What follows belongs to an exercise in optimizing a design on an open flow for small area; a production flow would make more cautious choices.
In this exercise RTL edits were held to simulation tests only and were not proved equivalent to the original.
Power figures rest on the tool's default switching activity, not on a simulated workload. No driver is modelled on the clock port, so clocking that relies on it looks cheaper here than on a real chip.

Setup of onyx:
// hash_table
module hash_table (
    input  wire                       clk,
    input  wire                       rst_n_i,
    input  wire                       ready_i,
    input  wire [(1 + 2 + 8 + 16)-1:0]   req_i,
    input  wire [(4 * (8 * 3))-1:0]    h3_matrix_i,
    output wire [(1 + 2 + 16 + 4)-1:0]  resp_o
);
    localparam NT    = 4;
    localparam AW    = 3;
    localparam SLOTS = 2 ** 3;
    localparam NE    = NT * SLOTS;
    localparam KW    = 8;
    localparam DW    = 16;
    localparam IW    = ((4 > 1) ? $clog2(4) : 1);
    localparam PW    = IW + AW;
    wire            req_valid = req_i[((1 + 2 + 8 + 16) - 1)];
    wire [1:0]      req_op    = req_i[(8 + 16) +: 2];
    wire [KW-1:0]   req_key   = req_i[(16) +: KW];
    wire [DW-1:0]   req_data  = req_i[0 +: DW];
    reg  [NE-1:0]     valid_q;
    reg  [NE*KW-1:0]  key_q;
    reg  [NE*DW-1:0]  data_q;
    wire [NT*AW-1:0]  adr;
    reg  [NE-1:0]     sel;
    reg  [NT-1:0]     ent_valid;
    reg  [NT*KW-1:0]  ent_key;
    reg  [NT-1:0]     hit_t;
    reg  [NT-1:0]     free_t;
    genvar g;
    generate
        for (g = 0; g < NT; g = g + 1) begin : g_hash
            h3_hash hash_0 (
                .key_i    (req_key),
                .matrix_i (h3_matrix_i[g*(8 * 3) +: (8 * 3)]),
                .adr_o    (adr[g*AW +: AW])
            );
        end
    endgenerate
    integer t, s;
    always @(*) begin
        for (t = 0; t < NT; t = t + 1) begin
            ent_valid[t]          = 1'b0;
            ent_key[t*KW +: KW]   = {KW{1'b0}};
            for (s = 0; s < SLOTS; s = s + 1) begin
                sel[t*SLOTS + s] = (adr[t*AW +: AW] == s);
                if (sel[t*SLOTS + s]) begin
  ...
==> flow/config.mk <==
export PLATFORM = sky130hd
export DESIGN_NAME = hash_table
export DESIGN_NICKNAME = hash_table
export VERILOG_FILES = /design/flow/design.v
export SDC_FILE = /design/flow/constraint.sdc
export NUM_CORES = 4
export LEC_CHECK = 0
export CAP_MARGIN = 20
export CORE_MARGIN = 2
export CORE_UTILIZATION = 40
export SLEW_MARGIN = 20
==> flow/constraint.sdc <==
create_clock -name core_clock -period 6.0 [get_ports {clk}]
set_input_delay 1.2000 -clock core_clock [delete_from_list [all_inputs] [get_ports {clk}]]
set_output_delay 1.2000 -clock core_clock [all_outputs]
set_load 0.01 [all_outputs]
standard.sh (not shown) runs the stock make flow with config.mk's settings and CLKGATE_MAP_FILE= SYNTH_SCRIPT=/design/flow/synth_recipe.tcl, a recipe that flattens the netlist after the stock synthesis.
==> flow/flow/run.sh <==
#!/bin/bash
# The standard ORFS layout (standard.sh) with these layout choices changed:
#  - synthesis maps the logic with an area-oriented abc script (flow/synth.tcl, flow/abc_area.script);
#    everything else in it is synth_recipe.tcl, and the registers are the standard synthesis's
#  - port buffers are buf_1 cells (every port still gets its own buffer)
#  - CTS clusters up to 30 sinks (diameter 100 um) per leaf buffer and inserts no dummy loads
# The full make output goes to flow_make.log; ORFS keeps each step's log under orfs/logs/.
set -euo pipefail
cd "$(dirname "$0")/.."
export MY_ABC_SCRIPT=$PWD/flow/abc_area.script
bash standard.sh \
  "SYNTH_SCRIPT=$PWD/flow/synth.tcl" \
  "BUFFER_PORTS_ARGS=-buffer_cell sky130_fd_sc_hd__buf_1" \
  "CTS_ARGS=-sink_clustering_enable -repair_clock_nets -dont_use_dummy_load -sink_clustering_size 30 -sink_clustering_max_diameter 100" \
  finish > flow_make.log 2>&1
==> flow/flow/abc_area.script <==
&get -n
&st
&syn3
&dch
&nf -R 1000
&put
==> flow/flow/synth.tcl <==
proc synth {args} { yosys synth -nofsm -noshare {*}$args }
# synth_recipe.tcl with the abc call given an area-oriented mapping script (flow/abc_area.script).
# Registers are mapped (dfflibmap) before abc, so they are the same as in the standard synthesis.
proc abc {args} {
  set i [lsearch -exact $args -script]
  if { $i >= 0 && [info exists ::env(MY_ABC_SCRIPT)] } { lset args [expr {$i + 1}] $::env(MY_ABC_SCRIPT) }
  yosys abc {*}$args
}
source $::env(SCRIPTS_DIR)/synth.tcl
# left out here: clear keep_hierarchy, flatten, clean up, hide names made inside functions, write 1_2_yosys.v
#### Input delta (fjord over onyx)
diff --git a/flow/config.mk b/flow/config.mk
--- a/flow/config.mk
+++ b/flow/config.mk
@@ -9,3 +9,4 @@
 export CORE_MARGIN = 2
-export CORE_UTILIZATION = 40
+export CORE_UTILIZATION = 70
+export PLACE_DENSITY = 0.8
 export SLEW_MARGIN = 20
When fjord is set beside onyx, its part of the power in the clock network turns out to be 0.5 points smaller. On fjord: number of non-clock buffers is 21 lower than what onyx gave. | worst hold-check slack | onyx vs fjord | ≈ equal |. The layout net count of fjord falls short of that of onyx by 0.92%.
Modified inputs, juniper compared to fjord
diff --git a/flow/config.mk b/flow/config.mk
--- a/flow/config.mk
+++ b/flow/config.mk
@@ -9,4 +9,4 @@
 export CORE_MARGIN = 2
-export CORE_UTILIZATION = 70
-export PLACE_DENSITY = 0.8
+export CORE_UTILIZATION = 40
+export GPL_TIMING_DRIVEN = 0
 export SLEW_MARGIN = 20
Notes after the runs:
Measured against each other, juniper and fjord differ in floorplan die area, the lower figure coming from fjord.
fjord leaves more setup margin than juniper.
Of the two candidates, fjord has the worse worst max-slew margin expressed relative to the limit and juniper the better one.
Any difference in clock share of power between fjord and juniper is small enough to ignore.
Number of global-route vias before repair (higher): fjord
Measured against each other, juniper and fjord differ in final instance area, the lower figure coming from fjord.
Total power after layout in juniper is about 2% higher than in fjord
Hold slack (juniper over fjord): decrease, 0.066 ns
Worst stage delay on the critical path down 0.27 ns in juniper wrt fjord
Of the two values seen for kind of path behind the tightest hold check, flop to flop was produced by fjord and primary input to asynchronous set/reset pin by juniper.
Inputs modified between juniper and pepper:
diff --git a/flow/config.mk b/flow/config.mk
--- a/flow/config.mk
+++ b/flow/config.mk
@@ -9,4 +9,4 @@
 export CORE_MARGIN = 2
-export CORE_UTILIZATION = 40
-export GPL_TIMING_DRIVEN = 0
+export CORE_UTILIZATION = 60
+export PLACE_DENSITY = 0.7
 export SLEW_MARGIN = 20
Results
- Initial core utilization: pepper vs juniper up 20 points
- In the metrics for pepper and juniper, the one carrying the higher required time of the critical path is juniper.
- Compared with juniper, pepper improves shortest clock period the worst path allows after layout.

port drivers added, routing unchanged:
In the flow no input, the clock included, has a driving cell. The finished layouts below were timed again as built, in two steps. Step 1: set_driving_cell puts a clkbuf_16 on clk and a buf_2 on each other input, an assumption about the parent block. Step 2 also shifts input and output timing later by t, the mid clock arrival at the registers, as if the neighbouring blocks saw the same clock. a / b / c = ideal ports / drivers / drivers and shift; a / b = the first two.
run	t (ns)	setup slack, ns	hold WS [ns]	worst setup path after step 2	worst data-port slew with drivers (ns)
onyx	0.676	0.451 / 0.485 / -0.191	0.432 / 0.432 / 0.432	input to register	0.05
fjord	0.666	0.408 / 0.445 / -0.221	0.431 / 0.431 / 0.431	input to register	0.05
juniper	0.672	0.337 / 0.373 / -0.299	0.365 / 0.329 / 0.429	input to register	0.10
pepper	0.678	0.523 / 0.559 / -0.120	0.432 / 0.432 / 0.432	input to register	0.04
With both steps, setup timing fails in every run listed, where it was met with ideal ports. The setup slack of pepper, which loses most, moves by +0.036 ns with the drivers and by -0.643 ns with both steps.
